Background: an optimization exercise with open tools, aiming at small area. Do not read the settings as production practice.
RTL that was checked went through simulation tests only; none was proved equivalent to the original.
The RTL of run 3 was laid out without a check of its function.
Power figures rest on the tool's default switching activity, not on a simulated workload.

==> design/flow/design.v <==
module cpu16_core #(
  parameter logic [11:0] RESET_PC = 12'h000
) (
  input  logic        CLOCK_50,
  input  logic        reset,
  input  logic [15:0] inst,
  output logic [11:0] pc,
  output logic        retire,
  output logic        halted,
  input  logic [3:0]  dbg_sel,
  output logic [15:0] dbg_data
);
  localparam logic [2:0] CLR = 3'd0, FETCH = 3'd1, EX = 3'd2, SLTW = 3'd3, HALT = 3'd4;
  logic [2:0]  st;
  logic [3:0]  ph;
  logic [15:0] rf [1:15];
  logic [15:0] hi, t;
  logic        c, bd;
  wire [3:0] op = inst[15:12];
  wire [3:0] rc = inst[11:8];
  wire [3:0] ra = inst[7:4];
  wire [3:0] rb = inst[3:0];
  wire s_clr   = st == CLR;
  wire s_fetch = st == FETCH;
  wire s_ex    = st == EX;
  wire s_sltw  = st == SLTW;
  wire last    = ph == 4'd15;
  wire op_sub = op == 4'h1;
  wire op_slt = op == 4'h5;
  wire op_shl = op == 4'h6;
  wire op_shr = op == 4'h7;
  wire op_mul = op == 4'h9;
  wire op_beq = op == 4'hB;
  assign halted = st == HALT;
  wire       tload = s_fetch & (ph == 4'd14);
  wire [3:0] bsel  = op_beq ? rc : rb;
  wire [3:0] psel  = halted ? dbg_sel : (tload ? ra : bsel);
  wire [3:0] psel_n, lo_n, hi_n;
  wire [15:1] oh;
  for (genvar k = 0; k < 4; k++) begin : g_pre
    cpu16_inv   u_i (.a(psel[k]), .y(psel_n[k]));
    cpu16_nand2 u_l (.a(k[0] ? psel[0] : psel_n[0]), .b(k[1] ? psel[1] : psel_n[1]), .y(lo_n[k]));
    cpu16_nand2 u_h (.a(k[0] ? psel[2] : psel_n[2]), .b(k[1] ? psel[3] : psel_n[3]), .y(hi_n[k]));
  end
  for (genvar i = 1; i < 16; i++) begin : g_oh
    cpu16_nor2 u_o (.a(lo_n[i % 4]), .b(hi_n[i / 4]), .y(oh[i]));
  end
  wire [15:0] pm;
  for (genvar b = 0; b < 16; b++) begin : g_pm
    wire [4:0] g;
    for (genvar k = 0; k < 5; k++) begin : g_k
      cpu16_aoi222 u_aoi (
        .a0(oh[3*k+1]), .b0(rf[3*k+1][b]),
        .a1(oh[3*k+2]), .b1(rf[3*k+2][b]),
        .a2(oh[3*k+3]), .b2(rf[3*k+3][b]),
        .y(g[k]));
    end
    cpu16_nand5 u_nand (.a(g), .y(pm[b]));
  end
  wire [15:0] r0, r1, r2;
  for (genvar i = 0; i < 16; i++) begin : g_rot
    cpu16_mux2i u0 (.a(pm[i]), .b(pm[(i + 15) % 16]), .s(ph[0]), .y(r0[i]));
    cpu16_mux2i u1 (.a(r0[i]), .b(r0[(i + 14) % 16]), .s(ph[1]), .y(r1[i]));
    cpu16_mux2i u2 (.a(r1[i]), .b(r1[(i + 12) % 16]), .s(ph[2]), .y(r2[i]));
    cpu16_mux2i u3 (.a(r2[i]), .b(r2[(i + 8) % 16]), .s(ph[3]), .y(dbg_data[i]));
  end
  wire bnext = pm[1];
  wire       shl   = op_shl;
  wire [3:0] kk    = (op_shl | op_shr) ? inst[3:0] : 4'd0;
  wire [4:0] idx5  = {1'b0, ph} + {1'b0, shl ? ~kk : kk} + {4'd0, shl};
  wire       amask = shl ? idx5[4] : ~idx5[4];
  wire       x_t   = t[idx5[3:0]] & amask;
  wire op_addi = op == 4'h8;
  wire op_li   = op == 4'hD;
  logic imm;
  always_comb begin
    if (op_li) imm = ph[3] ? inst[7] : inst[ph[2:0]];
    else       imm = ph[3:2] == 2'b00 ? inst[ph[1:0]] : 1'b0;
  end
  wire x    = op_li ? 1'b0 : x_t;
  wire y    = (op_addi | op_li) ? imm : bd;
  wire flip = op_slt & last;             
  wire xx   = x ^ flip;
  wire yy   = y ^ (op_sub | op_slt) ^ flip;
  wire cin  = (ph == 4'd0) ? (op_sub | op_slt) : c;
  wire sum  = xx ^ yy ^ cin;
  wire cout = (xx & yy) | (xx & cin) | (yy & cin);
  wire zacc = ((ph == 4'd0) ? 1'b0 : c) | bd;
  wire        mstep = s_ex & op_mul;
  wire [15:0] acc   = {hi[15:1], hi[0] & ~(mstep & ph == 4'd0)};
  wire [15:0] pp    = (mstep & bd) ? t : 16'd0;
  wire [16:0] s17;
  wire [16:0] cy;
  assign cy[0] = 1'b0;
  for (genvar i = 0; i < 16; i++) begin : g_add
    cpu16_fa u_fa (.a(acc[i]), .b(pp[i]), .ci(cy[i]), .s(s17[i]), .co(cy[i+1]));
  end
  assign s17[16] = cy[16];
  wire        hclr  = s_clr | (s_fetch & op_mul & ph != 4'd0);
  wire        htop  = mstep ? s17[16] : (hclr ? 1'b0 : hi[0]);
  logic wbit, wen;
  always_comb begin
    wbit = 1'b0;
    case (op)
      4'h0, 4'h1, 4'h8, 4'hD: wbit = sum;
      4'h2: wbit = x & y;
      4'h3: wbit = x | y;
      4'h4: wbit = x ^ y;
      4'h5: wbit = (ph == 4'd0) & ~c;
      4'h6, 4'h7: wbit = x;
      4'h9: wbit = s17[0];
      4'hA: wbit = hi[0];
      default: wbit = 1'b0;
    endcase
    if (s_clr) wbit = 1'b0;
    wen = s_ex & (op <= 4'hA) & ~op_slt | s_ex & op_li | s_sltw;
  end
  wire fin = last & (s_ex & ~op_slt | s_sltw);
  assign retire = fin;
  wire        jump  = op == 4'hC | op_beq & ~zacc;
  wire [11:0] pc_nx = reset ? RESET_PC : jump ? {op_beq ? 4'h0 : inst[11:8], inst[7:0]} : pc + 12'd1;
  wire        pc_en = reset | fin & (op != 4'hF);
  always_ff @(posedge CLOCK_50) begin
    ph <= reset ? 4'd0 : ph + 4'd1;
    c  <= op_beq ? zacc : cout;
    bd <= bnext;
    hi <= {htop, s17[15:1]};
    if (tload) t <= {pm[1:0], pm[15:2]};
    for (int i = 1; i < 16; i++)
      rf[i] <= {(s_clr | wen & rc == 4'(i)) ? wbit : rf[i][0], rf[i][15:1]};
    if (pc_en) pc <= pc_nx;
    if (reset) begin
      st <= CLR;
    end else if (last) begin
      case (st)
        CLR:   st <= FETCH;
        FETCH: st <= EX;
        EX:    st <= op_slt ? SLTW : (op == 4'hF ? HALT : FETCH);
        SLTW:  st <= FETCH;
        default: st <= HALT;
      endcase
    end
  end
endmodule
module cpu16_aoi222 (
  input  logic a0, b0, a1, b1, a2, b2,
  output logic y
);
  assign y = ~(a0 & b0 | a1 & b1 | a2 & b2);
endmodule
module cpu16_nand5 (
  input  logic [4:0] a,
  output logic       y
);
  assign y = ~&a;
endmodule
module cpu16_mux2i (
  input  logic a, b, s,
  output logic y
);
  assign y = ~(s ? b : a);
endmodule
module cpu16_inv (
  input  logic a,
  output logic y
);
  assign y = ~a;
endmodule
module cpu16_nand2 (
  input  logic a, b,
  output logic y
);
  assign y = ~(a & b);
endmodule
module cpu16_nor2 (
  input  logic a, b,
  output logic y
);
  assign y = ~(a | b);
endmodule
module cpu16_fa (
  input  logic a, b, ci,
  output logic s, co
);
  assign {co, s} = a + b + ci;
endmodule
==> design/flow/flow/run.sh <==
#!/bin/bash
set -euo pipefail
cd "$(dirname "$0")/.."
mkdir -p tmp
export TMPDIR="$PWD/tmp"
export CTS_ARGS="-sink_clustering_enable -repair_clock_nets -dont_use_dummy_load -sink_clustering_size 30 -sink_clustering_max_diameter 80 -buf_list sky130_fd_sc_hd__clkbuf_16 -root_buf sky130_fd_sc_hd__clkbuf_4 -tree_buf sky130_fd_sc_hd__clkbuf_4"
export BUFFER_PORTS_ARGS="-buffer_cell sky130_fd_sc_hd__buf_1"
bash standard.sh > standard.log 2>&1
rm -rf tmp
==> design/flow/standard.sh <==
#!/bin/bash
# synth_recipe.tcl (not shown) runs the flow's synth.tcl, then flattens the netlist and writes it again
# the make line also repeats each setting of config.mk as NAME=value (left out here)
make -C /OpenROAD-flow-scripts/flow DESIGN_CONFIG=/design/flow/config.mk WORK_HOME=/design/flow/orfs CLKGATE_MAP_FILE= SYNTH_SCRIPT=/design/flow/synth_recipe.tcl "${@:-finish}"
==> design/flow/config.mk <==
export PLATFORM = sky130hd
export DESIGN_NAME = cpu16_core
export DESIGN_NICKNAME = cpu16_core
export VERILOG_FILES = /design/flow/design.v
export SDC_FILE = /design/flow/constraint.sdc
export NUM_CORES = 4
export LEC_CHECK = 0
export CAP_MARGIN = 10
export CORE_MARGIN = 2
export CORE_UTILIZATION = 70
export SLEW_MARGIN = 10
export SYNTH_HIERARCHICAL = 1
export SYNTH_MINIMUM_KEEP_SIZE = 0
==> design/flow/constraint.sdc <==
create_clock -name core_clock -period 10.0 [get_ports {CLOCK_50}]
set_input_delay 2.0000 -clock core_clock [delete_from_list [all_inputs] [get_ports {CLOCK_50}]]
set_output_delay 2.0000 -clock core_clock [all_outputs]
set_load 0.01 [all_outputs]
==> flow_summary.toml, run 1 <==
[outcome]
outcome = "finished clean"

[worst_setup_path]
cp.required_ps = 10510
crit_path_frequent_cell = "fa_1"
worstSetupEndpointType = "flip-flop"
crit_arrival_ps = 9470
slowest_stage = "fa_1"
crit_type = "input pin to flip-flop"
path_max_fanout = 4
worst-path-buf-inv = 1
crit_chain = "buf_1 > and2b_1 > nand2_1 > nor3b_1 > a31oi_1 > fa_1 > fa_1 > fa_1 > fa_1 > fa_1 > fa_1 > fa_1 > fa_1 > fa_1 > fa_1 > fa_1 > fa_1 > fa_1 > fa_1 > fa_1 > fa_1 > nand2_1 > nand2_1"
max_stage_delay_ps = 470
startpoint_type = "input pin"
critical-path-top-delay-family = "adder cells"

[synthesis]
async_flop_share_pct = 0
syn_area_per_cell_um2 = 12.3
synth_cells = 839
ys_ff_latch = 293
yosys-top-cells-area = "dfxtp_1, edfxtp_1, a222oi_1, mux2i_1, fa_1"
synth_top_cell_by_area = "dfxtp_1"
synth_nets = 888
synth-main-ff-cell = "dfxtp_1"
yosysSeqAreaShare_pct = 59.4
ys_warn_count = 9
yosysUniqueCellTypes = 58
synthesis.area_um2 = 10400
synth.most_common_cell = "dfxtp_1"
synth_top_area_share_pct = 51.2
synthTopCellsByCount = "dfxtp_1, a222oi_1, mux2i_1"
synth_edf_count = 28

[sta]
fin_skew_ps = 91.4
period_share_pct = 89.6
fin_hold_ws_ps = 291
setup_tns_ps = 0
fmax_mhz = 112
final-setup-viol-count = 0
rsz0062_at_grt = "no"
worst_slack_ps = 1040
period_needed_ps = 8960
maxSlewViolCount = 0
final_hold_viol_count = 0
tightestPinTransition_ps = 1260
maxSlewHeadroom_pct = 15.7

[clock_network]
htree_levels = 1
root_buffer = "clkbuf_4"
path_clk_slew_ps = 100
clk_path_buf_depth = 3
cts.sinks = 293
cts_tree = "built"
cts_hold_buf = 0
cts_buffers = 15
worstSkewPairLatency_ps = 690
cts_resized = 0
cts_setup_buffers = 0

[power]
ir_worst_vdd_mv = 0.218
p_per_area_nw_per_um2 = 167
power.leakage_nw = 4.13

[route]
viasPerCell = 6.67
routed_wl_mm = 23.8
wl_per_cell_um = 22.0
drcViolationCount = 0
drt.antenna.violating_nets = 0
drt_iter0_drc = 944
drt-pass1-iter-count = 9
vias = 7215

[global_route]
grt_start_max_net_pins = 31
grt-ovfl-total = 0
antenna_found_initial = 0
first_global_vias = 7101
grt_pass1_wl_mm = 37.8
grt_use_total_pct = 30.0

[floorplanning]
core_um2 = 14500
rows = 44
start_util_pct = 71.5
fp.dieH_um = 126
fp.dieW_um = 126
ios = 52
die_area_um2 = 15800

[layout]
utilization_pct = 76.8
syn_to_final_growth_pct = 7.46
nets = 948
drive_gt1_share_pct = 6.24
antenna_cells = 0

[worst_hold_path]
hold_class = "flip-flop to flip-flop"

[flow_run]
maxCapViolCount = 0

[placement]
dp_slack_ps = 441
hpwl_mm = 16.6
routabilityCongestion = 0.922
place.port_buffers = 51
-- cells by family (layout without fill, tap and decap cells) --
kind of cell,count (synthesis),count (layout),synth area share (%)
AOI/OAI and AO/OA,172,172,14.1
xor gates and xnor gates,21,21,1.78
adders and majority gates,27,27,4.57
buffers and inverters,37,95,1.55
DFF,293,293,59.4
muxes,80,80,8.30
other,1,1,0.0362
and+or+nand+nor,208,208,10.4
-- layout make-up --
| class | instances | area (um^2) |
|---|---|---|
| clock buffers | 15 | 323 |
| fillers | 924 | 3350 |
| inverters | 12 | 45.0 |
| multi-input cells | 509 | 4060 |
| flip-flops and latches | 293 | 6150 |
| well taps | 184 | 230 |
| repair buffers | 68 | 319 |
-- metal layers --
metal | up-vias | GRT usage, % | routed length, um
met2 | 307 | 51.9 | 11800
li1 | 3340 | - | -
met5 | - | 0 | 0
met4 | 0 | 10.5 | 899
met1 | 3507 | 39.4 | 9670
met3 | 61 | 3.44 | 1430
-- final timing paths --
path                                          from                to  slack, ps  cells past startpoint
worst max-delay path                      inst[13]    hi[15]$_DFF_P_       1040                     23
worst min-delay path              rf[5][8]$_DFF_P_  rf[5][7]$_DFF_P_        290                      0
worst max register to register  st[1]$_SDFFE_PP0N_    hi[15]$_DFF_P_       1970                     21
worst min register to register    rf[5][8]$_DFF_P_  rf[5][7]$_DFF_P_        290                      0
-- layout by cell type (no fill, tap or decap), drive strengths merged, types with 2 or more instances in the layout --
| master | n |
|---|---|
| xnor2 | 10 |
| xor2 | 11 |
| ha | 9 |
| a21oi | 23 |
| o22ai | 2 |
| nor3 | 6 |
| mux2i | 75 |
| and2b | 2 |
| nor2 | 59 |
| inv | 12 |
| nand4 | 3 |
| fa | 18 |
| or3 | 2 |
| o32a | 9 |
| edfxtp | 28 |
| a222oi | 80 |
| nand3 | 33 |
| nand2 | 31 |
| and3 | 35 |
| a31o | 5 |
| and2 | 4 |
| mux4 | 4 |
| clkbuf | 15 |
| buf | 68 |
| nor3b | 8 |
| a31oi | 11 |
| a41oi | 2 |
| o211a | 2 |
| nand3b | 5 |
| dfxtp | 265 |
| and3b | 3 |
| a211oi | 15 |
| nand2b | 5 |
| o2111ai | 2 |
| o21ai | 11 |
| a22oi | 2 |
| nor2b | 8 |
-- modules after synthesis (local to each module, per instance) --
module	copies in the design	flip-flops and latches	cells	cell area, um^2
cpu16_core	1	293	620	8310
cpu16_fa	16	0	1	20.0
cpu16_nand5	16	0	2	11.3
cpu16_aoi222	80	0	1	10.0
cpu16_mux2i	64	0	1	10.0
cpu16_inv	4	0	1	3.75
cpu16_nand2	8	0	1	3.75
cpu16_nor2	15	0	1	3.75
-- through the flow --
step | cell area, um^2 | std cells | total power, W
floorplan | 10400 | 839 | 0.00129
global placement | 10800 | 1064 | 0.00132
detailed placement | 10800 | 1064 | 0.00132
CTS | 11100 | 1079 | 0.00186
global route | 11100 | 1081 | 0.00191
finish | 11100 | 1081 | 0.00186
-- where the power goes --
group	internal [W]	leakage, nW	switching (W)
Sequential	0.00119	2.38	0.00000531
Combinational	0.0000372	1.59	0.0000689
Clock	0.000225	0.162	0.000330
Total	0.00145	4.13	0.000405
-- flip-flops by register name, indices dropped and copies added, names as in the netlist --
register,count
rf,240
hi,16
t,16
pc,12
ph,4
st,3
bd,1
c,1
-- worst register-to-register path: cells and delay by family (launching register included) --
family          cells  cell delay, ps
fa+ha+maj          16            6440
flops               1             540
compound gates      1             170
simple gates        4             780
==> inputs of run 2 (changes only) <==
==> design/flow/config.mk (replaced) <==
export PLATFORM = sky130hd
export DESIGN_NAME = cpu16_core
export DESIGN_NICKNAME = cpu16_core
export VERILOG_FILES = /design/flow/design.v
export SDC_FILE = /design/flow/constraint.sdc
export NUM_CORES = 4
export LEC_CHECK = 0
export CAP_MARGIN = 20
export CORE_MARGIN = 2
export CORE_UTILIZATION = 60
export SLEW_MARGIN = 20
export SYNTH_HIERARCHICAL = 1
export SYNTH_MINIMUM_KEEP_SIZE = 0
==> flow_summary.toml, run 2 <==
[floorplanning]
fp.dieW_um = 135
rows = 48
die_area_um2 = 18300
fp.dieH_um = 135
start_util_pct = 60.7
ios = 52
core_um2 = 17100

[route]
drt.antenna.violating_nets = 0
wl_met3_mm = 1.20
wl_per_cell_um = 20.8
wl_met1_mm = 9.70
top_layer = "met4"
wl_met2_mm = 11.8
drcViolationCount = 0
drt_iter0_drc = 616
routed_wl_mm = 23.4
drt-pass1-iter-count = 8
vias = 7070
viasPerCell = 6.30

[placement]
hpwl_mm = 16.7
place.port_buffers = 51
placed_cells = 1106
routabilityCongestion = 0.862

[power]
ir_worst_vdd_mv = 0.147
power.leakage_nw = 4.12
p_per_area_nw_per_um2 = 165

[clock_network]
cts_buffers = 15
cts_resized = 0
cts.sinks = 293
clk_path_buf_depth = 3
htree_levels = 1
cts_tree = "built"
cts_hold_buf = 0
root_buffer = "clkbuf_4"
worstSkewPairLatency_ps = 690
cts_setup_buffers = 0
path_clk_slew_ps = 100

[layout]
largest_register_ffs = 240
fin_cells = 1122
nets = 947
final_common_cell = "dfxtp_1"
mostFrequentLayoutCells = "dfxtp_1, a222oi_1, mux2i_1"
reg.largest.list = "rf: 240 flops, hi: 16 flops, t: 16 flops"
top_register = "rf"
syn_to_final_growth_pct = 8.07
drive_gt1_share_pct = 6.92

[sta]
fmax_mhz = 112
fin_skew_ps = 127
period_share_pct = 89.0
maxSlewViolCount = 0
period_needed_ps = 8900
rsz0062_at_grt = "no"
final-setup-viol-count = 0
maxSlewHeadroom_pct = 22.5
tightestPinTransition_ps = 1160
setup_tns_ps = 0
final_hold_viol_count = 0

[flow_run]
maxCapViolCount = 0

[synthesis]
yosys-top-cells-area = "dfxtp_1, edfxtp_1, a222oi_1, mux2i_1, fa_1"
synth_nets = 888
yosysUniqueCellTypes = 58
synth_top_area_share_pct = 51.2
synth_edf_count = 28
yosysSeqAreaShare_pct = 59.4
syn_area_per_cell_um2 = 12.3
ys_ff_latch = 293
synth-main-ff-cell = "dfxtp_1"
ys_warn_count = 9
synthTopCellsByCount = "dfxtp_1, a222oi_1, mux2i_1"
synth_cells = 839
synth_top_cell_by_area = "dfxtp_1"
synth.most_common_cell = "dfxtp_1"
synthesis.area_um2 = 10400
async_flop_share_pct = 0

[global_route]
first_global_vias = 6924
grt-ovfl-total = 0
grt_use_total_pct = 25.5
grt_start_max_net_pins = 31
antenna_found_initial = 1
grt_pass1_wl_mm = 36.4

[outcome]
outcome = "finished clean"

[worst_setup_path]
path_max_fanout = 4
crit_type = "input pin to flip-flop"
worstSetupEndpointType = "flip-flop"
cp.required_ps = 10460
crit_arrival_ps = 9360
startpoint_type = "input pin"

[worst_hold_path]
hold_class = "flip-flop to flip-flop"
## run 2: changes by cell type in the layout (fill, tap and decap cells not counted), sizes merged
cell	previous run	this run
buf	68	67
diode	0	1
## run 2: routing by layer
metal / vias up / global-route usage, %
met5: - / 0
met4: 0 / 8.62
met3: 48 / 3.40
met2: 230 / 44.6
met1: 3450 / 32.6
li1: 3342 / -
## run 2: path summary, 6_finish.rpt
| check | depth (start not counted) | startpoint | to | slack, ps |
|---|---|---|---|---|
| worst max-delay path | 23 | inst[13] | hi[15]$_DFF_P_ | 1100 |
| worst min-delay path | 0 | rf[12][15]$_DFF_P_ | rf[12][14]$_DFF_P_ | 260 |
| worst max register to register | 21 | st[1]$_SDFFE_PP0N_ | hi[15]$_DFF_P_ | 2010 |
| worst min register to register | 0 | rf[12][15]$_DFF_P_ | rf[12][14]$_DFF_P_ | 260 |
## run 2: logic make-up after synthesis
logic type | Yosys count | share of synthesized area, %
flip-flops | 293 | 59.4
AND/OR/NAND/NOR | 208 | 10.4
AO/OA/AOI/OAI | 172 | 14.1
multiplexers | 80 | 8.30
buffers and inverters | 37 | 1.55
adder cells (fa/ha/maj) | 27 | 4.57
XOR/XNOR | 21 | 1.78
other | 1 | 0.0362
## run 2: layout make-up
class	instances	area, um^2
Antenna cell	1	2.50
Clock buffer	15	323
Fill cell	1336	5870
Inverter	12	45.0
Multi-Input combinational cell	509	4080
Sequential cell	293	6150
Tap cell	225	282
Timing Repair Buffer	67	312
## run 2: critical path, stage by stage
cell and delay (ps):
buf_1 80, and2b_1 240, nand2_1 100, nor3b_1 310, a31oi_1 160, fa_1 450, fa_1 400, fa_1 400
fa_1 390, fa_1 390, fa_1 390, fa_1 390, fa_1 390, fa_1 410, fa_1 400, fa_1 390
fa_1 390, fa_1 390, fa_1 390, fa_1 390, fa_1 370, nand2_1 70, nand2_1 60
## run 2: modules after synthesis, one instance, submodules excluded
module / copies in the design / flip-flops and latches / cells
cpu16_core: 1 / 293 / 620
cpu16_fa: 16 / 0 / 1
cpu16_nand5: 16 / 0 / 2
cpu16_aoi222: 80 / 0 / 1
cpu16_mux2i: 64 / 0 / 1
cpu16_inv: 4 / 0 / 1
cpu16_nand2: 8 / 0 / 1
cpu16_nor2: 15 / 0 / 1
## run 2: power breakdown
group          total, W  internal, W  switching, W
registers       0.00119      0.00119    0.00000508
logic          0.000107    0.0000373     0.0000695
clock network  0.000550     0.000225      0.000325
total           0.00185      0.00145      0.000399
## run 2: through the flow
step / setup slack, ps / util, % / cell area, um^2 / hold WS, ps / total power, W
CTS: 1110 / 65.5 / 11200 / 275 / 0.00187
floorplan: 384 / - / 10400 / 330 / 0.00129
detailed placement: 508 / 63.6 / 10900 / 335 / 0.00133
global placement: 657 / 63.6 / 10800 / 330 / 0.00132
global route: 722 / 65.6 / 11200 / 282 / 0.00191
finish: 1100 / 65.6 / 11200 / 265 / 0.00185
==> inputs of run 3 (changes only) <==
--- a/design/flow/design.v
+++ b/design/flow/design.v
@@ -10,8 +10,8 @@
   input  logic [3:0]  dbg_sel,
   output logic [15:0] dbg_data
 );
-  localparam logic [2:0] CLR = 3'd0, FETCH = 3'd1, EX = 3'd2, SLTW = 3'd3, HALT = 3'd4;
-  logic [2:0]  st;
+  localparam logic [1:0] CLR = 2'd0, FETCH = 2'd1, EX = 2'd2, HALT = 2'd3;
+  logic [1:0]  st;
   logic [3:0]  ph;
   logic [15:0] rf [1:15];
   logic [15:0] hi, t;
@@ -23,7 +23,6 @@
   wire s_clr   = st == CLR;
   wire s_fetch = st == FETCH;
   wire s_ex    = st == EX;
-  wire s_sltw  = st == SLTW;
   wire last    = ph == 4'd15;
   wire op_sub = op == 4'h1;
   wire op_slt = op == 4'h5;
@@ -90,9 +89,9 @@
   wire [15:0] acc   = {hi[15:1], hi[0] & ~(mstep & ph == 4'd0)};
   wire [15:0] pp    = (mstep & bd) ? t : 16'd0;
   wire [16:0] s17;
-  wire [16:0] cy;
-  assign cy[0] = 1'b0;
-  for (genvar i = 0; i < 16; i++) begin : g_add
+  wire [16:1] cy;
+  cpu16_ha u_ha (.a(acc[0]), .b(pp[0]), .s(s17[0]), .co(cy[1]));
+  for (genvar i = 1; i < 16; i++) begin : g_add
     cpu16_fa u_fa (.a(acc[i]), .b(pp[i]), .ci(cy[i]), .s(s17[i]), .co(cy[i+1]));
   end
   assign s17[16] = cy[16];
@@ -106,23 +105,24 @@
       4'h2: wbit = x & y;
       4'h3: wbit = x | y;
       4'h4: wbit = x ^ y;
-      4'h5: wbit = (ph == 4'd0) & ~c;
+      4'h5: wbit = s_fetch & ~c;
       4'h6, 4'h7: wbit = x;
       4'h9: wbit = s17[0];
       4'hA: wbit = hi[0];
       default: wbit = 1'b0;
     endcase
     if (s_clr) wbit = 1'b0;
-    wen = s_ex & (op <= 4'hA) & ~op_slt | s_ex & op_li | s_sltw;
+    wen = s_ex & (op <= 4'hA) & ~(op_slt & ph == 4'd0) | s_ex & op_li
+        | s_fetch & op_slt & ph == 4'd0;
   end
-  wire fin = last & (s_ex & ~op_slt | s_sltw);
+  wire fin = last & s_ex;
   assign retire = fin;
   wire        jump  = op == 4'hC | op_beq & ~zacc;
   wire [11:0] pc_nx = reset ? RESET_PC : jump ? {op_beq ? 4'h0 : inst[11:8], inst[7:0]} : pc + 12'd1;
   wire        pc_en = reset | fin & (op != 4'hF);
   always_ff @(posedge CLOCK_50) begin
     ph <= reset ? 4'd0 : ph + 4'd1;
-    c  <= op_beq ? zacc : cout;
+    c  <= s_clr | (op_beq ? zacc : cout);
     bd <= bnext;
     hi <= {htop, s17[15:1]};
     if (tload) t <= {pm[1:0], pm[15:2]};
@@ -135,8 +135,7 @@
       case (st)
         CLR:   st <= FETCH;
         FETCH: st <= EX;
-        EX:    st <= op_slt ? SLTW : (op == 4'hF ? HALT : FETCH);
-        SLTW:  st <= FETCH;
+        EX:    st <= op == 4'hF ? HALT : FETCH;
         default: st <= HALT;
       endcase
     end
@@ -184,3 +183,9 @@
 );
   assign {co, s} = a + b + ci;
 endmodule
+module cpu16_ha (
+  input  logic a, b,
+  output logic s, co
+);
+  assign {co, s} = a + b;
+endmodule
==> flow_summary.toml, run 3 <==
[global_route]
grt-ovfl-total = 0
antenna_found_initial = 1
grt_use_total_pct = 25.7
first_global_vias = 6674
grt_start_max_net_pins = 31
grt_pass1_wl_mm = 35.8

[worst_hold_path]
hold_start = "rf[2][11]$_DFF_P_"
hold_class = "flip-flop to flip-flop"
min_path_cells = 0
min_to = "rf[2][10]$_DFF_P_"

[synthesis]
synth_nets = 857
synth_top_cell_by_area = "dfxtp_1"
synth_edf_count = 28
ys_ff_latch = 292
synth-main-ff-cell = "dfxtp_1"
yosys-top-cells-area = "dfxtp_1, mux2i_1, edfxtp_1, a222oi_1, fa_1"
syn_area_per_cell_um2 = 12.6
async_flop_share_pct = 0
yosysSeqAreaShare_pct = 60.2
yosysUniqueCellTypes = 56
synthesis.area_um2 = 10200
synth_cells = 808
ys_warn_count = 9
synthTopCellsByCount = "dfxtp_1, mux2i_1, a222oi_1"
synth.most_common_cell = "dfxtp_1"
synth_top_area_share_pct = 51.9

[clock_network]
cts.sinks = 292
clk_path_buf_depth = 3
cts_resized = 0
cts_setup_buffers = 0
cts_tree = "built"
cts_buffers = 14
root_buffer = "clkbuf_4"
path_clk_slew_ps = 110
worstSkewPairLatency_ps = 670
htree_levels = 1
cts_hold_buf = 0

[power]
p_comb_share_pct = 5.9
power_frac_seq_pct = 65.0
intPower_w = 0.00144
switching_share_pct = 21.8
p_per_area_nw_per_um2 = 167
p_clk_share_pct = 29.1
power.leakage_nw = 4.07
ir_worst_vdd_mv = 0.161
p_switching_w = 0.000401

[sta]
rsz0062_at_grt = "no"
period_share_pct = 89.6
setup_tns_ps = 0
worst_slack_ps = 1040
final_hold_viol_count = 0
maxSlewViolCount = 0
maxSlewHeadroom_pct = 23.3
fin_skew_ps = 65.3
period_needed_ps = 8960
tightestPinTransition_ps = 1150
fmax_mhz = 112
final-setup-viol-count = 0

[route]
viasPerCell = 6.28
drt-pass1-iter-count = 6
wl_per_cell_um = 21.5
drt_iter0_drc = 770
routed_wl_mm = 23.4
drcViolationCount = 0
drt.antenna.violating_nets = 0
vias = 6843

[layout]
nets = 920
register_area_um2 = 6130
multi_input_comb_area_um2 = 3920
largest_register_ffs = 240
final_cell_area_um2 = 11000
reg.largest.list = "rf: 240 flops, hi: 16 flops, t: 16 flops"
syn_to_final_growth_pct = 8.07
top_register = "rf"
final_common_cell = "dfxtp_1"
mostFrequentLayoutCells = "dfxtp_1, mux2i_1, a222oi_1"
nFillCells = 1291
drive_gt1_share_pct = 5.64

[floorplanning]
core_um2 = 16600
rows = 47
fp.dieW_um = 134
start_util_pct = 61.4
fp.dieH_um = 134
ios = 52
die_area_um2 = 18000

[placement]
dpl_cell_area_um2 = 10700
hpwl_mm = 16.9
routabilityCongestion = 0.927
dp_slack_ps = 460
place.port_buffers = 51

[worst_setup_path]
startpoint_type = "input pin"
crit_type = "input pin to flip-flop"
cp.required_ps = 10510
crit_arrival_ps = 9470
rrSetupSlack_ps = 1770
r2r_start = "ph[0]$_SDFF_PP0_"
worstSetupEndpointType = "flip-flop"
path_max_fanout = 15
reg2reg_depth = 23
rr_endpoint = "hi[15]$_DFF_P_"

[outcome]
outcome = "finished clean"

[flow_run]
maxCapViolCount = 0
==> run 3: cell count changes in the layout (fill, tap and decap cells not counted), moves of 9 or more <==
cell | before | now
o32a_2 | 9 | 0
a21oi_1 | 23 | 12
mux2i_1 | 75 | 88
inv_1 | 12 | 21
a31oi_1 | 11 | 1
nor2_1 | 51 | 39
==> run 3: through the flow <==
stage          power (W)  hold WS (ps)  utilization (%)  instances
6_report         0.00184           298             66.4       1090
5_1_grt          0.00190           311             66.4       1090
4_1_cts          0.00185           298             66.2       1089
3_5_place_dp     0.00133           335             64.4       1075
3_3_place_gp     0.00132           331             64.4       1075
2_1_floorplan    0.00129           330                -        808
==> run 3: critical path, cell delays in order <==
cell,delay [ps]
buf_1,390
nor2b_1,280
nand2_1,120
nor2_1,150
a21boi_0,110
ha_1,250
fa_1,400
fa_1,400
fa_1,400
fa_1,410
fa_1,400
fa_1,410
fa_1,390
fa_1,400
fa_1,390
fa_1,390
fa_1,420
fa_1,410
fa_1,390
fa_1,390
fa_1,370
mux2i_1,140
a21oi_1,60
==> run 3: worst max path at each step <==
| stage | from | end | slack [ps] | depth (start not counted) |
|---|---|---|---|---|
| after global placement | inst[15] | hi[15]$_DFF_P_ | 720 | 23 |
| after global routing | inst[15] | hi[15]$_DFF_P_ | 800 | 23 |
| after detailed placement | inst[15] | hi[15]$_DFF_P_ | 460 | 23 |
| final | inst[15] | hi[15]$_DFF_P_ | 1040 | 23 |
| after CTS | inst[15] | hi[15]$_DFF_P_ | 1080 | 23 |
| after floorplan | inst[12] | hi[15]$_DFF_P_ | 910 | 24 |
==> run 3: logic make-up (layout without fill, tap and decap cells) <==
group | Yosys count | in the layout | synth area share (%)
flip-flops | 292 | 292 | 60.2
AND/OR/NAND/NOR | 184 | 184 | 9.23
AO/OA/AOI/OAI | 151 | 151 | 13.0
multiplexers | 93 | 93 | 9.67
buffers and inverters | 40 | 101 | 1.59
adder cells (fa/ha/maj) | 27 | 27 | 4.57
XOR/XNOR | 21 | 21 | 1.81
other | 0 | 1 | 0
==> run 3: power groups by stage <==
stage	logic (W)	registers, W	clock network (W)
after global placement	0.000104	0.00122	0
after CTS	0.000107	0.00119	0.000547
after floorplan	0.0000697	0.00122	0
after global routing	0.000119	0.00119	0.000589
after detailed placement	0.000106	0.00122	0
final	0.000109	0.00119	0.000534
==> run 3: layer usage <==
layer | GRT usage [%] | wire length, um
met5 | 0 | 0
met4 | 8.95 | 683
met3 | 3.67 | 1390
met2 | 46.2 | 11900
met1 | 31.6 | 9410
==> run 3: cell type report <==
type,instances,area share [%]
Multi-Input combinational cell,476,35.6
Antenna cell,1,0.0227
Sequential cell,292,55.7
Inverter,21,0.716
Timing Repair Buffer,66,2.76
Clock buffer,14,2.71
Tap cell,220,2.50
==> run 3: modules after synthesis (local to each module, per instance), excerpt <==
module | copies in the design | cells
cpu16_fa | 15 | 1
cpu16_aoi222 | 80 | 1
cpu16_core | 1 | 589
cpu16_nand2 | 8 | 1
cpu16_nand5 | 16 | 2
cpu16_inv | 4 | 1
cpu16_mux2i | 64 | 1
==> inputs of run 4 (changes only) <==
--- a/design/flow/design.v
+++ b/design/flow/design.v
@@ -32,8 +32,11 @@
   wire op_beq = op == 4'hB;
   assign halted = st == HALT;
   wire       tload = s_fetch & (ph == 4'd14);
-  wire [3:0] bsel  = op_beq ? rc : rb;
-  wire [3:0] psel  = halted ? dbg_sel : (tload ? ra : bsel);
+  wire [1:0] ps_s = {halted | op_beq, halted | tload};
+  wire [3:0] psel;
+  for (genvar k = 0; k < 4; k++) begin : g_psel
+    cpu16_mux4 u_m (.d({dbg_sel[k], rc[k], ra[k], rb[k]}), .s(ps_s), .y(psel[k]));
+  end
   wire [3:0] psel_n, lo_n, hi_n;
   wire [15:1] oh;
   for (genvar k = 0; k < 4; k++) begin : g_pre
@@ -64,11 +67,24 @@
     cpu16_mux2i u3 (.a(r2[i]), .b(r2[(i + 8) % 16]), .s(ph[3]), .y(dbg_data[i]));
   end
   wire bnext = pm[1];
-  wire       shl   = op_shl;
-  wire [3:0] kk    = (op_shl | op_shr) ? inst[3:0] : 4'd0;
-  wire [4:0] idx5  = {1'b0, ph} + {1'b0, shl ? ~kk : kk} + {4'd0, shl};
-  wire       amask = shl ? idx5[4] : ~idx5[4];
-  wire       x_t   = t[idx5[3:0]] & amask;
+  wire       shl = op_shl;
+  wire       sh  = op_shl | op_shr;
+  wire [3:0] km, kx, idx;
+  wire [4:0] ic;
+  assign ic[0] = shl;
+  for (genvar k = 0; k < 4; k++) begin : g_idx
+    cpu16_xor2 u_x (.a(inst[k]), .b(shl), .y(kx[k]));
+    cpu16_and2 u_a (.a(kx[k]), .b(sh), .y(km[k]));
+    cpu16_fa   u_f (.a(ph[k]), .b(km[k]), .ci(ic[k]), .s(idx[k]), .co(ic[k+1]));
+  end
+  wire amask, tsel;
+  cpu16_xnor2 u_mask (.a(ic[4]), .b(shl), .y(amask));
+  wire [3:0] tq;
+  for (genvar k = 0; k < 4; k++) begin : g_tq
+    cpu16_mux4 u_m (.d(t[4*k +: 4]), .s(idx[1:0]), .y(tq[k]));
+  end
+  cpu16_mux4 u_tsel (.d(tq), .s(idx[3:2]), .y(tsel));
+  wire x_t = tsel & amask;
   wire op_addi = op == 4'h8;
   wire op_li   = op == 4'hD;
   logic imm;
@@ -118,7 +134,26 @@
   wire fin = last & s_ex;
   assign retire = fin;
   wire        jump  = op == 4'hC | op_beq & ~zacc;
-  wire [11:0] pc_nx = reset ? RESET_PC : jump ? {op_beq ? 4'h0 : inst[11:8], inst[7:0]} : pc + 12'd1;
+  wire [11:0] pc_inc, pc_tgt, pc_nx_n, pc_nx;
+  wire [11:1] pc_cy;
+  cpu16_inv u_inc0 (.a(pc[0]), .y(pc_inc[0]));
+  assign pc_cy[1] = pc[0];
+  for (genvar i = 1; i < 11; i++) begin : g_inc
+    cpu16_ha u_h (.a(pc[i]), .b(pc_cy[i]), .s(pc_inc[i]), .co(pc_cy[i+1]));
+  end
+  cpu16_xor2 u_inc11 (.a(pc[11]), .b(pc_cy[11]), .y(pc_inc[11]));
+  assign pc_tgt[7:0] = inst[7:0];
+  for (genvar i = 8; i < 12; i++) begin : g_tgt
+    cpu16_and2 u_a (.a(inst[i]), .b(~op_beq), .y(pc_tgt[i]));
+  end
+  for (genvar i = 0; i < 12; i++) begin : g_pcnx
+    cpu16_mux2i u_m (.a(pc_inc[i]), .b(pc_tgt[i]), .s(jump), .y(pc_nx_n[i]));
+    if (RESET_PC[i]) begin : g_one
+      cpu16_nand2 u_r (.a(pc_nx_n[i]), .b(~reset), .y(pc_nx[i]));
+    end else begin : g_zero
+      cpu16_nor2  u_r (.a(pc_nx_n[i]), .b(reset), .y(pc_nx[i]));
+    end
+  end
   wire        pc_en = reset | fin & (op != 4'hF);
   always_ff @(posedge CLOCK_50) begin
     ph <= reset ? 4'd0 : ph + 4'd1;
@@ -189,3 +224,28 @@
 );
   assign {co, s} = a + b;
 endmodule
+module cpu16_mux4 (
+  input  logic [3:0] d,
+  input  logic [1:0] s,
+  output logic       y
+);
+  assign y = d[s];
+endmodule
+module cpu16_xor2 (
+  input  logic a, b,
+  output logic y
+);
+  assign y = a ^ b;
+endmodule
+module cpu16_xnor2 (
+  input  logic a, b,
+  output logic y
+);
+  assign y = ~(a ^ b);
+endmodule
+module cpu16_and2 (
+  input  logic a, b,
+  output logic y
+);
+  assign y = a & b;
+endmodule
==> flow_summary.toml, run 4 <==
[synthesis]
syn_area_per_cell_um2 = 13.1
yosysSeqAreaShare_pct = 60.1
yosys-top-cells-area = "dfxtp_1, edfxtp_1, a222oi_1, mux2i_1, fa_1"
synth_edf_count = 28
synth_top_cell_by_area = "dfxtp_1"
synth-main-ff-cell = "dfxtp_1"
synth_top_area_share_pct = 51.9
ys_ff_latch = 292
yosysUniqueCellTypes = 51
synth.most_common_cell = "dfxtp_1"
synthTopCellsByCount = "dfxtp_1, a222oi_1, mux2i_1"
async_flop_share_pct = 0
synth_cells = 776
synth_nets = 834
synthesis.area_um2 = 10200
ys_warn_count = 9

[route]
wl_per_cell_um = 21.0
drt-pass1-iter-count = 5
routed_wl_mm = 22.3
drcViolationCount = 0
viasPerCell = 6.22
drt.antenna.violating_nets = 0
drt_iter0_drc = 734
vias = 6608

[sta]
maxSlewHeadroom_pct = 23.6
worst_slack_ps = 1140
fmax_mhz = 113
fin_skew_ps = 83.7
maxSlewViolCount = 0
period_share_pct = 88.6
setup_tns_ps = 0
fin_hold_ws_ps = 314
period_needed_ps = 8860
final_hold_viol_count = 0
final-setup-viol-count = 0
tightestPinTransition_ps = 1140
rsz0062_at_grt = "no"

[layout]
top_register = "rf"
reg.largest.list = "rf: 240 flops, hi: 16 flops, t: 16 flops"
final_cell_area_um2 = 11000
final_common_cell = "dfxtp_1"
drive_gt1_share_pct = 6.30
syn_to_final_growth_pct = 7.96
mostFrequentLayoutCells = "dfxtp_1, a222oi_1, mux2i_1"
largest_register_ffs = 240
nFillCells = 1269
nets = 901
fin_cells = 1062

[global_route]
grt_pass1_wl_mm = 35.4
grt_start_max_net_pins = 31
grt-ovfl-total = 0
antenna_found_initial = 1
first_global_vias = 6723
grt_use_total_pct = 24.9

[flow_run]
maxCapViolCount = 0

[floorplanning]
fp.dieW_um = 134
start_util_pct = 61.4
core_um2 = 16600
rows = 47
fp.dieH_um = 134
ios = 52
die_area_um2 = 18000

[clock_network]
root_buffer = "clkbuf_4"
cts_resized = 0
cts_tree = "built"
path_clk_slew_ps = 100
cts_buffers = 14
htree_levels = 1
cts.sinks = 292
cts_hold_buf = 0
worstSkewPairLatency_ps = 660
cts_setup_buffers = 0
clk_path_buf_depth = 3

[worst_hold_path]
hold_class = "flip-flop to flip-flop"
min_path_cells = 0

[worst_setup_path]
startpoint_type = "input pin"
path_max_fanout = 13
crit_type = "input pin to flip-flop"
crit_arrival_ps = 9420
worstSetupEndpointType = "flip-flop"
cp.required_ps = 10560
reg2reg_depth = 20

[power]
ir_worst_vdd_mv = 0.181
power.leakage_nw = 4.12
p_per_area_nw_per_um2 = 165

[placement]
placed_cells = 1047
hpwl_mm = 16.1
place.port_buffers = 51
dpl_cell_area_um2 = 10700
dp_slack_ps = 520
routabilityCongestion = 0.889

[outcome]
outcome = "finished clean"
[run 4: cells by family (layout without fill, tap and decap cells)]
kind of cell    after synthesis  in the layout  share of synthesized area, %
compound gates              119            119                          10.7
xor+xnor                     11             11                         0.946
fa+ha+maj                    36             36                          5.90
buf+inv                      29             94                          1.35
flops                       292            292                          60.1
mux                         103            103                          11.6
other cells                   0              1                             0
simple gates                186            186                          9.40
[run 4: layer usage]
| layer | vias up | GRT usage [%] | share of wire [%] |
|---|---|---|---|
| met5 | - | 0 | 0 |
| met4 | 0 | 7.78 | 2.9 |
| met3 | 49 | 3.89 | 5.1 |
| met2 | 194 | 42.9 | 50 |
| met1 | 3273 | 32.5 | 42 |
| li1 | 3092 | - | - |
[run 4: report_power, final]
group	internal [W]	switching, W
Clock	0.000209	0.000322
Sequential	0.00118	0.00000254
Combinational	0.0000369	0.0000636
Total	0.00143	0.000389
[run 4: worst paths after layout]
check	endpoint	slack, ps	start
setup reg to reg	hi[15]$_DFF_P_	2240	st[1]$_SDFFE_PP0N_
setup / recovery	hi[15]$_DFF_P_	1140	inst[13]
hold / removal	rf[2][11]$_DFF_P_	310	rf[2][12]$_DFF_P_
hold reg to reg	rf[2][11]$_DFF_P_	310	rf[2][12]$_DFF_P_
[run 4: through the flow]
stage / util, % / power, W
2_1_floorplan: - / 0.00128
3_3_place_gp: 64.3 / 0.00131
3_5_place_dp: 64.4 / 0.00131
4_1_cts: 66.2 / 0.00183
5_1_grt: 66.3 / 0.00188
6_report: 66.3 / 0.00182
[run 4: worst max-delay path, stage by stage]
cell	delay [ps]
buf_1	70
buf_4	170
nand2b_1	190
nor3b_1	420
a31oi_1	150
ha_1	240
fa_1	390
fa_1	390
fa_1	420
fa_1	390
fa_1	400
fa_1	390
fa_1	390
fa_1	400
fa_1	400
fa_1	410
fa_1	420
fa_1	400
fa_1	390
fa_1	410
fa_1	380
mux2i_1	130
nor2_1	60
[run 4: layout make-up]
type | count | area [um^2] | share of cell area (%)
sequential | 292 | 6130 | 55.7
multi-input combinational | 455 | 3940 | 35.9
clock buffer | 14 | 298 | 2.71
timing repair buffer | 65 | 297 | 2.70
tap | 220 | 275 | 2.50
inverter | 15 | 56.3 | 0.512
antenna | 1 | 2.50 | 0.0228
[run 4: per-module statistics from Yosys, one instance, submodules excluded]
| module | cell area, um^2 | flops+latches | times used | cells |
|---|---|---|---|---|
| cpu16_core | 7470 | 292 | 1 | 495 |
| cpu16_mux4 | 22.5 | 0 | 9 | 1 |
| cpu16_fa | 20.0 | 0 | 19 | 1 |
| cpu16_ha | 12.5 | 0 | 11 | 1 |
| cpu16_nand5 | 11.3 | 0 | 16 | 2 |
| cpu16_aoi222 | 10.0 | 0 | 80 | 1 |
| cpu16_mux2i | 10.0 | 0 | 76 | 1 |
| cpu16_xnor2 | 8.76 | 0 | 1 | 1 |
| cpu16_xor2 | 8.76 | 0 | 5 | 1 |
| cpu16_and2 | 6.26 | 0 | 8 | 1 |
| cpu16_inv | 3.75 | 0 | 5 | 1 |
| cpu16_nand2 | 3.75 | 0 | 8 | 1 |
| cpu16_nor2 | 3.75 | 0 | 27 | 1 |
==> inputs of run 5 (changes only) <==
==> design/flow/flow/run.sh (replaced) <==
#!/bin/bash
set -euo pipefail
cd "$(dirname "$0")/.."
mkdir -p tmp
export TMPDIR="$PWD/tmp"
export CTS_ARGS="-sink_clustering_enable -repair_clock_nets -dont_use_dummy_load -sink_clustering_size 20 -sink_clustering_max_diameter 60 -buf_list sky130_fd_sc_hd__clkbuf_8 -root_buf sky130_fd_sc_hd__clkbuf_4 -tree_buf sky130_fd_sc_hd__clkbuf_4"
export BUFFER_PORTS_ARGS="-buffer_cell sky130_fd_sc_hd__buf_1"
bash standard.sh > standard.log 2>&1
rm -rf tmp
==> flow_summary.toml, run 5 <==
[worst_setup_path]
critical-path-top-delay-family = "adder cells"
crit_arrival_ps = 9380
crit_path_frequent_cell = "fa_1"
crit_type = "input pin to flip-flop"
crit_chain = "buf_1 > buf_4 > nand2b_1 > nor3b_1 > a31oi_1 > ha_1 > fa_1 > fa_1 > fa_1 > fa_1 > fa_1 > fa_1 > fa_1 > fa_1 > fa_1 > fa_1 > fa_1 > fa_1 > fa_1 > fa_1 > fa_1 > mux2i_1 > nor2_1"
worst-path-buf-inv = 2
cp.required_ps = 10490
slowest_stage = "nor3b_1"
max_stage_delay_ps = 420
worstSetupEndpointType = "flip-flop"
path_max_fanout = 13
startpoint_type = "input pin"

[outcome]
outcome = "finished clean"

[floorplanning]
fp.dieW_um = 134
ios = 52
die_area_um2 = 18000
start_util_pct = 61.4
rows = 47
core_um2 = 16600
fp.dieH_um = 134

[route]
drt_iter0_drc = 707
routed_wl_mm = 22.2
drt.antenna.violating_nets = 0
viasPerCell = 6.14
vias = 6559
drcViolationCount = 0
drt-pass1-iter-count = 6
wl_per_cell_um = 20.8

[layout]
nFillCells = 1282
mostFrequentLayoutCells = "dfxtp_1, a222oi_1, mux2i_1"
multi_input_comb_area_um2 = 3940
nets = 908
reg.largest.list = "rf: 240 flops, hi: 16 flops, t: 16 flops"
syn_to_final_growth_pct = 7.60
final_cell_area_um2 = 11000
fin_cells = 1069
largest_register_ffs = 240
register_area_um2 = 6130
final_common_cell = "dfxtp_1"
top_register = "rf"
drive_gt1_share_pct = 6.96

[clock_network]
htree_levels = 1
worstSkewPairLatency_ps = 700
cts.sinks = 292
cts_buffers = 20
cts_tree = "built"
root_buffer = "clkbuf_4"
cts_hold_buf = 0
cts_resized = 0
cts_setup_buffers = 0
clk_path_buf_depth = 3
path_clk_slew_ps = 110

[sta]
final-setup-viol-count = 0
maxSlewViolCount = 0
final_hold_viol_count = 0
tightestPinTransition_ps = 1120
maxSlewHeadroom_pct = 25.2
fin_skew_ps = 143
setup_tns_ps = 0
rsz0062_at_grt = "no"
period_share_pct = 89.0
period_needed_ps = 8900
fin_hold_ws_ps = 234
fmax_mhz = 112

[synthesis]
yosysUniqueCellTypes = 51
yosys-top-cells-area = "dfxtp_1, edfxtp_1, a222oi_1, mux2i_1, fa_1"
synthesis.area_um2 = 10200
async_flop_share_pct = 0
synthTopCellsByCount = "dfxtp_1, a222oi_1, mux2i_1"
synth_cells = 776
synth-main-ff-cell = "dfxtp_1"
synth_nets = 834
synth_edf_count = 28
synth_top_cell_by_area = "dfxtp_1"
synth.most_common_cell = "dfxtp_1"
synth_top_area_share_pct = 51.9
ys_ff_latch = 292
syn_area_per_cell_um2 = 13.1
yosysSeqAreaShare_pct = 60.1
ys_warn_count = 9

[placement]
dpl_cell_area_um2 = 10700
place.port_buffers = 51
routabilityCongestion = 0.889
placed_cells = 1047
hpwl_mm = 16.1

[flow_run]
maxCapViolCount = 0

[global_route]
grt-ovfl-total = 0
grt_pass1_wl_mm = 35.2
antenna_found_initial = 1
grt_use_total_pct = 24.8
first_global_vias = 6708
grt_start_max_net_pins = 24

[worst_hold_path]
hold_class = "flip-flop to flip-flop"

[power]
p_per_area_nw_per_um2 = 162
ir_worst_vdd_mv = 0.141
power.leakage_nw = 4.11
run 5: power breakdown:
part	leakage [nW]	total, W	switching [W]	internal (W)
sequential	2.42	0.00119	0.00000250	0.00118
clock	0.136	0.000490	0.000325	0.000165
combinational	1.56	0.000100	0.0000632	0.0000370
total	4.11	0.00178	0.000390	0.00139
run 5: layout make-up:
cell class	instances	area share, %
inverters	15	0.514
diodes	1	0.0228
multi-input cells	455	35.9
repair buffers	66	2.77
well taps	220	2.51
clock buffers	20	2.34
flip-flops and latches	292	55.9
run 5: final timing paths:
check,startpoint,end,slack [ps],cells past startpoint
max,inst[13],hi[15]$_DFF_P_,1100,23
min,rf[3][15]$_DFF_P_,rf[3][14]$_DFF_P_,230,0
max reg2reg,st[1]$_SDFFE_PP0N_,hi[15]$_DFF_P_,2220,20
min reg2reg,rf[3][15]$_DFF_P_,rf[3][14]$_DFF_P_,230,0
run 5: cell families after synthesis:
logic type,after synthesis,synth area share (%)
xor gates and xnor gates,11,0.946
muxes,103,11.6
DFF,292,60.1
and+or+nand+nor,186,9.40
adders and majority gates,36,5.90
AOI/OAI and AO/OA,119,10.7
buffers and inverters,29,1.35
run 5: modules after synthesis (local to each module, per instance), excerpt:
module	cells	flops+latches
cpu16_core	495	292
cpu16_aoi222	1	0
cpu16_xor2	1	0
cpu16_mux2i	1	0
cpu16_nand5	2	0
cpu16_mux4	1	0
run 5: per-layer routing:
metal	part of all wire [%]	up-vias	GRT usage (%)
met5	0	-	0
met3	5.0	47	3.93
li1	-	3103	-
met2	50	191	42.9
met4	2.9	0	7.60
met1	42	3218	32.2
run 5: metrics by stage:
stage | worst slack [ps] | util [%] | total power, W
finish | 1100 | 66.1 | 0.00178
global route | 783 | 66.1 | 0.00184
CTS | 1120 | 65.9 | 0.00179
detailed placement | 520 | 64.4 | 0.00131
global placement | 687 | 64.3 | 0.00131
floorplan | 1150 | - | 0.00128
==> inputs of run 6 (changes only) <==
--- a/design/flow/design.v
+++ b/design/flow/design.v
@@ -14,7 +14,7 @@
   logic [1:0]  st;
   logic [3:0]  ph;
   logic [15:0] rf [1:15];
-  logic [15:0] hi, t;
+  logic [15:0] hin, t;    
   logic        c, bd;
   wire [3:0] op = inst[15:12];
   wire [3:0] rc = inst[11:8];
@@ -102,17 +102,22 @@
   wire cout = (xx & yy) | (xx & cin) | (yy & cin);
   wire zacc = ((ph == 4'd0) ? 1'b0 : c) | bd;
   wire        mstep = s_ex & op_mul;
-  wire [15:0] acc   = {hi[15:1], hi[0] & ~(mstep & ph == 4'd0)};
-  wire [15:0] pp    = (mstep & bd) ? t : 16'd0;
-  wire [16:0] s17;
-  wire [16:1] cy;
-  cpu16_ha u_ha (.a(acc[0]), .b(pp[0]), .s(s17[0]), .co(cy[1]));
+  wire        pg    = mstep & bd;
+  wire [15:0] accn  = {hin[15:1], hin[0] | (mstep & ph == 4'd0)};
+  wire [15:0] ppn;
+  for (genvar i = 0; i < 16; i++) begin : g_pp
+    cpu16_nand2 u_p (.a(t[i]), .b(pg), .y(ppn[i]));
+  end
+  wire [16:0] s17n;    
+  wire [16:1] cyn;     
+  cpu16_xnor2 u_s0 (.a(accn[0]), .b(ppn[0]), .y(s17n[0]));
+  cpu16_or2   u_c0 (.a(accn[0]), .b(ppn[0]), .y(cyn[1]));
   for (genvar i = 1; i < 16; i++) begin : g_add
-    cpu16_fa u_fa (.a(acc[i]), .b(pp[i]), .ci(cy[i]), .s(s17[i]), .co(cy[i+1]));
-  end
-  assign s17[16] = cy[16];
+    cpu16_fa u_fa (.a(accn[i]), .b(ppn[i]), .ci(cyn[i]), .s(s17n[i]), .co(cyn[i+1]));
+  end
+  assign s17n[16] = cyn[16];
   wire        hclr  = s_clr | (s_fetch & op_mul & ph != 4'd0);
-  wire        htop  = mstep ? s17[16] : (hclr ? 1'b0 : hi[0]);
+  wire        htopn = mstep ? s17n[16] : (hclr | hin[0]);
   logic wbit, wen;
   always_comb begin
     wbit = 1'b0;
@@ -123,8 +128,8 @@
       4'h4: wbit = x ^ y;
       4'h5: wbit = s_fetch & ~c;
       4'h6, 4'h7: wbit = x;
-      4'h9: wbit = s17[0];
-      4'hA: wbit = hi[0];
+      4'h9: wbit = ~s17n[0];
+      4'hA: wbit = ~hin[0];
       default: wbit = 1'b0;
     endcase
     if (s_clr) wbit = 1'b0;
@@ -159,7 +164,7 @@
     ph <= reset ? 4'd0 : ph + 4'd1;
     c  <= s_clr | (op_beq ? zacc : cout);
     bd <= bnext;
-    hi <= {htop, s17[15:1]};
+    hin <= {htopn, s17n[15:1]};
     if (tload) t <= {pm[1:0], pm[15:2]};
     for (int i = 1; i < 16; i++)
       rf[i] <= {(s_clr | wen & rc == 4'(i)) ? wbit : rf[i][0], rf[i][15:1]};
@@ -249,3 +254,9 @@
 );
   assign y = a & b;
 endmodule
+module cpu16_or2 (
+  input  logic a, b,
+  output logic y
+);
+  assign y = a | b;
+endmodule
--- a/design/flow/config.mk
+++ b/design/flow/config.mk
@@ -7,7 +7,7 @@
 export LEC_CHECK = 0
 export CAP_MARGIN = 20
 export CORE_MARGIN = 2
-export CORE_UTILIZATION = 60
+export CORE_UTILIZATION = 72
 export SLEW_MARGIN = 20
 export SYNTH_HIERARCHICAL = 1
 export SYNTH_MINIMUM_KEEP_SIZE = 0
==> flow_summary.toml, run 6 <==
[outcome]
outcome = "finished clean"

[sta]
worst_slack_ps = 853
fin_skew_ps = 52.9
period_needed_ps = 9150
maxSlewHeadroom_pct = 30.1
rsz0062_at_grt = "no"
final-setup-viol-count = 0
setup_tns_ps = 0
fmax_mhz = 109
final_hold_viol_count = 0
maxSlewViolCount = 0
tightestPinTransition_ps = 1040
period_share_pct = 91.5

[synthesis]
ys_warn_count = 9
syn_area_per_cell_um2 = 13.3
synth-main-ff-cell = "dfxtp_1"
yosysUniqueCellTypes = 53
synth_edf_count = 28
synthesis.area_um2 = 10100
yosysSeqAreaShare_pct = 60.9
synth_top_cell_by_area = "dfxtp_1"
synth_top_area_share_pct = 52.5
ys_ff_latch = 292
synth_nets = 815
yosys-top-cells-area = "dfxtp_1, edfxtp_1, mux2i_1, a222oi_1, fa_1"
synthTopCellsByCount = "dfxtp_1, mux2i_1, a222oi_1"
synth.most_common_cell = "dfxtp_1"
synth_cells = 758
async_flop_share_pct = 0

[power]
p_comb_share_pct = 5.9
p_per_area_nw_per_um2 = 166
switching_share_pct = 22.4
intPower_w = 0.00139
p_clk_share_pct = 27.7
ir_worst_vdd_mv = 0.178
power_frac_seq_pct = 66.4
p_switching_w = 0.000400
power.leakage_nw = 3.79
finalPower_w = 0.00179

[floorplanning]
fp.dieH_um = 122
ios = 52
start_util_pct = 73.1
die_area_um2 = 14900
fp.dieW_um = 122
rows = 43
core_um2 = 13800

[layout]
mostFrequentLayoutCells = "dfxtp_1, mux2i_1, a222oi_1"
drive_gt1_share_pct = 7.98
syn_to_final_growth_pct = 7.15
final_common_cell = "dfxtp_1"
reg.largest.list = "rf: 240 flops, hin: 16 flops, t: 16 flops"
nets = 886
largest_register_ffs = 240
fin_cells = 1008
utilization_pct = 78.3
top_register = "rf"

[clock_network]
worstSkewPairLatency_ps = 650
htree_levels = 1
cts_resized = 0
cts.sinks = 292
cts_tree = "built"
cts_setup_buffers = 0
clk_path_buf_depth = 3
path_clk_slew_ps = 110
root_buffer = "clkbuf_4"
cts_hold_buf = 0
cts_buffers = 20

[worst_setup_path]
rrSetupSlack_ps = 2350
path_max_fanout = 15
crit_arrival_ps = 9640
r2r_start = "st[1]$_SDFFE_PP0N_"
crit_type = "input pin to flip-flop"
rr_endpoint = "hin[15]$_DFF_P_"
cp.required_ps = 10500
startpoint_type = "input pin"
worstSetupEndpointType = "flip-flop"
reg2reg_depth = 22

[route]
drt_iter0_drc = 904
vias = 6770
drt-pass1-iter-count = 6
viasPerCell = 6.72
drcViolationCount = 0
drt.antenna.violating_nets = 0
routed_wl_mm = 23.1
wl_per_cell_um = 22.9

[global_route]
grt-ovfl-total = 0
first_global_vias = 6856
antenna_found_initial = 1
grt_pass1_wl_mm = 36.0
grt_use_total_pct = 31.5
grt_start_max_net_pins = 25

[placement]
place.port_buffers = 51
routabilityCongestion = 0.963
placed_cells = 987
hpwl_mm = 16.1
dp_slack_ps = 344

[flow_run]
maxCapViolCount = 0

[worst_hold_path]
hold_class = "flip-flop to flip-flop"
min_to = "rf[4][6]$_DFF_P_"
hold_start = "rf[4][7]$_DFF_P_"
min_path_cells = 0
-- run 6: cell types whose count changed after synthesis, sizes merged, moves of 5 or more --
cell,previous run,this run
mux2,15,1
nand2b,5,10
nand3,20,25
a211oi,15,3
nand2,32,44
and2,27,11
o31ai,1,10
nor3,15,2
o211ai,1,10
-- run 6: power groups by stage --
stage	sequential, W	combinational, W	clock (W)
finish	0.00119	0.000106	0.000494
global route	0.00119	0.000115	0.000542
CTS	0.00119	0.000103	0.000498
detailed placement	0.00121	0.000102	0
global placement	0.00121	0.0000974	0
floorplan	0.00122	0.0000646	0
-- run 6: worst max path at each step --
stage / from / to / slack, ps
after floorplan: inst[12] / hin[15]$_DFF_P_ / 660
after global placement: inst[15] / hin[15]$_DFF_P_ / 560
after detailed placement: inst[15] / hin[15]$_DFF_P_ / 340
after CTS: inst[15] / hin[15]$_DFF_P_ / 950
after global routing: inst[15] / hin[15]$_DFF_P_ / 560
final: inst[15] / hin[15]$_DFF_P_ / 850
-- run 6: stage by stage --
stage / hold slack [ps] / cell area [um^2]
finish: 289 / 10800
global route: 288 / 10800
CTS: 292 / 10800
detailed placement: 336 / 10500
global placement: 331 / 10500
floorplan: 330 / 10100
-- run 6: layout make-up --
class	instances	area (um^2)
clock buffers	20	256
flip-flops and latches	292	6130
fillers	850	2990
diodes	1	2.50
inverters	15	56.3
multi-input cells	438	3830
repair buffers	62	282
well taps	180	225
-- run 6: critical path, stage by stage --
cell	delay, ps
buf_1	370
nor2b_1	240
nand2_1	130
nor2_1	170
and2_1	170
buf_4	200
nand2_1	100
fa_1	430
fa_1	390
fa_1	420
fa_1	400
fa_1	390
fa_1	400
fa_1	400
fa_1	420
fa_1	430
fa_1	430
fa_1	400
fa_1	390
fa_1	390
fa_1	390
fa_1	370
mux2i_1	120
o21ai_0	80
-- run 6: layer usage --
metal	up-vias	routed length [um]	GRT usage, %
met3	76	1470	3.95
li1	3045	-	-
met4	0	1040	14.3
met5	-	0	0
met2	330	11200	53.3
met1	3319	9310	40.6
-- run 6: cells by family (layout without fill, tap and decap cells) --
kind of cell	Yosys count	after routing	synth area share, %
DFF	292	292	60.9
and+or+nand+nor	168	168	8.19
AOI/OAI and AO/OA	132	132	12.4
muxes	92	92	10.4
adders and majority gates	35	35	5.84
buffers and inverters	28	97	1.32
xor gates and xnor gates	11	11	0.958
other	0	1	0
-- run 6: per-module statistics from Yosys, one instance, submodules excluded, a selection --
module,area [um^2],flops+latches,copies in the design
cpu16_nand5,11.3,0,16
cpu16_nor2,3.75,0,27
cpu16_and2,6.26,0,8
cpu16_xor2,8.76,0,5
cpu16_mux2i,10.0,0,76
cpu16_ha,12.5,0,10
cpu16_nand2,3.75,0,24
==> inputs of run 7 (changes only) <==
--- a/design/flow/config.mk
+++ b/design/flow/config.mk
@@ -7,7 +7,7 @@
 export LEC_CHECK = 0
 export CAP_MARGIN = 20
 export CORE_MARGIN = 2
-export CORE_UTILIZATION = 72
+export CORE_UTILIZATION = 60
 export SLEW_MARGIN = 20
 export SYNTH_HIERARCHICAL = 1
 export SYNTH_MINIMUM_KEEP_SIZE = 0
==> flow_summary.toml, run 7 <==
[floorplanning]
fp.dieH_um = 134
die_area_um2 = 17800
rows = 47
fp.dieW_um = 134
core_um2 = 16500
ios = 52
start_util_pct = 61.1

[clock_network]
cts_buffers = 20
cts_hold_buf = 0
clk_path_buf_depth = 3
cts_tree = "built"
worstSkewPairLatency_ps = 640
root_buffer = "clkbuf_4"
cts_setup_buffers = 0
path_clk_slew_ps = 110
cts.sinks = 292
htree_levels = 1
cts_resized = 0

[synthesis]
synth_cells = 758
yosys-top-cells-area = "dfxtp_1, edfxtp_1, mux2i_1, a222oi_1, fa_1"
synth_top_area_share_pct = 52.5
synth_nets = 815
ys_ff_latch = 292
async_flop_share_pct = 0
synth.most_common_cell = "dfxtp_1"
synthTopCellsByCount = "dfxtp_1, mux2i_1, a222oi_1"
synth_top_cell_by_area = "dfxtp_1"
yosysSeqAreaShare_pct = 60.9
yosysUniqueCellTypes = 53
ys_warn_count = 9
synthesis.area_um2 = 10100
syn_area_per_cell_um2 = 13.3
synth_edf_count = 28
synth-main-ff-cell = "dfxtp_1"

[global_route]
grt_use_total_pct = 24.8
grt-ovfl-total = 0
first_global_vias = 6481
use_met3_pct = 3.16
grt_use_met1_pct = 33.3
grt_start_max_net_pins = 25
grt_pass1_wl_mm = 34.8
use_met2_pct = 43.1
grt-busiest-layer = "met2"
antenna_found_initial = 1

[outcome]
outcome = "finished clean"

[worst_setup_path]
worstSetupEndpointType = "flip-flop"
crit_arrival_ps = 9500
crit_path_frequent_cell = "fa_1"
r2r_start = "st[0]$_SDFFE_PP0N_"
cp.required_ps = 10520
reg2reg_depth = 22
crit_chain = "buf_1 > nor2b_1 > nand2_1 > nor2_1 > and2_1 > nand2_1 > or2_1 > fa_1 > fa_1 > fa_1 > fa_1 > fa_1 > fa_1 > fa_1 > fa_1 > fa_1 > fa_1 > fa_1 > fa_1 > fa_1 > fa_1 > fa_1 > mux2i_1 > o21ai_0"
max_stage_delay_ps = 410
crit_type = "input pin to flip-flop"
slowest_stage = "fa_1"
path_max_fanout = 12
critical-path-top-delay-family = "adder cells"
startpoint_type = "input pin"
worst-path-buf-inv = 1
rrSetupSlack_ps = 2430
rr_endpoint = "hin[15]$_DFF_P_"

[placement]
routabilityCongestion = 0.955
place.port_buffers = 51
hpwl_mm = 15.6

[layout]
nets = 890
mostFrequentLayoutCells = "dfxtp_1, mux2i_1, a222oi_1"
final_common_cell = "dfxtp_1"
syn_to_final_growth_pct = 7.93
reg.largest.list = "rf: 240 flops, hin: 16 flops, t: 16 flops"
top_register = "rf"
largest_register_ffs = 240
drive_gt1_share_pct = 8.18

[power]
power.leakage_nw = 3.81
p_per_area_nw_per_um2 = 164
ir_worst_vdd_mv = 0.149

[worst_hold_path]
min_to = "rf[9][14]$_DFF_P_"
min_path_cells = 0
hold_start = "rf[9][15]$_DFF_P_"
hold_class = "flip-flop to flip-flop"

[sta]
final-setup-viol-count = 0
period_needed_ps = 8980
fmax_mhz = 111
fin_hold_ws_ps = 337
maxSlewViolCount = 0
maxSlewHeadroom_pct = 37.0
tightestPinTransition_ps = 946
final_hold_viol_count = 0
setup_tns_ps = 0
rsz0062_at_grt = "no"
fin_skew_ps = 55.8
period_share_pct = 89.8

[route]
routed_wl_mm = 21.8
vias = 6460
drcViolationCount = 0
wl_per_cell_um = 20.7
drt.antenna.violating_nets = 0
drt_iter0_drc = 792
viasPerCell = 6.14
drt-pass1-iter-count = 6

[flow_run]
maxCapViolCount = 0
==> run 7: cell count changes in the layout (fill, tap and decap cells not counted) <==
cell,change
buf_6,+1
nor2_1,+2
nor2_2,-2
buf_4,+3
==> run 7: kinds of logic after synthesis <==
kind of cell	after synthesis	synth area share, %
flip-flops	292	60.9
adder cells (fa/ha/maj)	35	5.84
AND/OR/NAND/NOR	168	8.19
multiplexers	92	10.4
XOR/XNOR	11	0.958
buffers and inverters	28	1.32
AO/OA/AOI/OAI	132	12.4
==> run 7: per-module statistics from Yosys, one instance, submodules excluded, a selection <==
module,area [um^2],times used
cpu16_or2,6.26,1
cpu16_xor2,8.76,5
cpu16_fa,20.0,19
cpu16_and2,6.26,8
cpu16_mux2i,10.0,76
cpu16_mux4,22.5,9
cpu16_aoi222,10.0,80
cpu16_nand5,11.3,16
cpu16_nor2,3.75,27
cpu16_nand2,3.75,24
==> run 7: worst reg2reg max path, delay by kind of cell, from the launching register on <==
kind            cells  cell delay [ps]
simple gates        5              920
compound gates      1               90
fa+ha+maj          15             5920
mux                 1              120
flops               1              390
==> run 7: worst max-delay path by stage <==
stage               cells past startpoint         endpoint  slack, ps      from
global placement                       24  hin[15]$_DFF_P_        610  inst[13]
detailed placement                     24  hin[15]$_DFF_P_        400  inst[13]
finish                                 24  hin[15]$_DFF_P_       1020  inst[13]
floorplan                              24  hin[15]$_DFF_P_        660  inst[12]
CTS                                    24  hin[15]$_DFF_P_       1050  inst[13]
global route                           24  hin[15]$_DFF_P_        690  inst[13]
==> run 7: metal layers <==
| layer | vias to the layer above | share of wire [%] |
|---|---|---|
| li1 | 3048 | - |
| met1 | 3195 | 43 |
| met2 | 184 | 50 |
| met3 | 33 | 4.8 |
| met4 | 0 | 1.8 |
| met5 | - | 0 |
==> run 7: final cells by class <==
class                      instances  area [um^2]
sequential                       292         6130
fill                            1303         5610
clock buffer                      20          256
antenna                            1         2.50
tap                              220          275
multi-input combinational        438         3830
timing repair buffer              66          315
inverter                          15         56.3
==> run 7: power breakdown <==
part	leakage (nW)	switching, W	internal [W]	total [W]
sequential	2.42	0.00000250	0.00118	0.00119
combinational	1.26	0.0000669	0.0000382	0.000105
clock	0.136	0.000323	0.000165	0.000489
total	3.81	0.000393	0.00139	0.00178
==> run 7: per-stage QoR <==
stage,cell area [um^2],worst slack [ps],power [W],utilization (%),std cells
after floorplan,10100,659,0.00129,-,758
after global placement,10500,608,0.00131,64.0,1028
after detailed placement,10600,397,0.00132,64.3,1031
after CTS,10800,1050,0.00179,65.9,1051
after global routing,10900,692,0.00185,66.0,1052
final,10900,1020,0.00178,66.0,1052

## what the ideal ports hide
The results above use ideal ports. As a check the final layouts listed here were re-extracted and re-timed, cells and wires unchanged. Step 1, drivers: a clkbuf_16 drives CLOCK_50 and a buf_2 each remaining input, both assumed. Step 2 also shifts input and output timing later by t, the mid clock arrival at the registers, as if the neighbouring blocks saw the same clock. Slacks: ideal / step 1 / step 2; pairs: ideal / step 1.
| run | t, ns | setup slack, ns |
|---|---|---|
| run 1 | 0.680 | 1.037 / 1.051 / 0.371 |
| run 2 | 0.661 | 1.096 / 1.112 / 0.451 |
| run 3 | 0.673 | 1.036 / 1.046 / 0.372 |
| run 4 | 0.659 | 1.140 / 1.159 / 0.500 |
| run 5 | 0.664 | 1.103 / 1.119 / 0.455 |
| run 6 | 0.664 | 0.853 / 0.863 / 0.198 |
| run 7 | 0.651 | 1.023 / 1.036 / 0.384 |
After both steps every run listed still meets setup and hold.
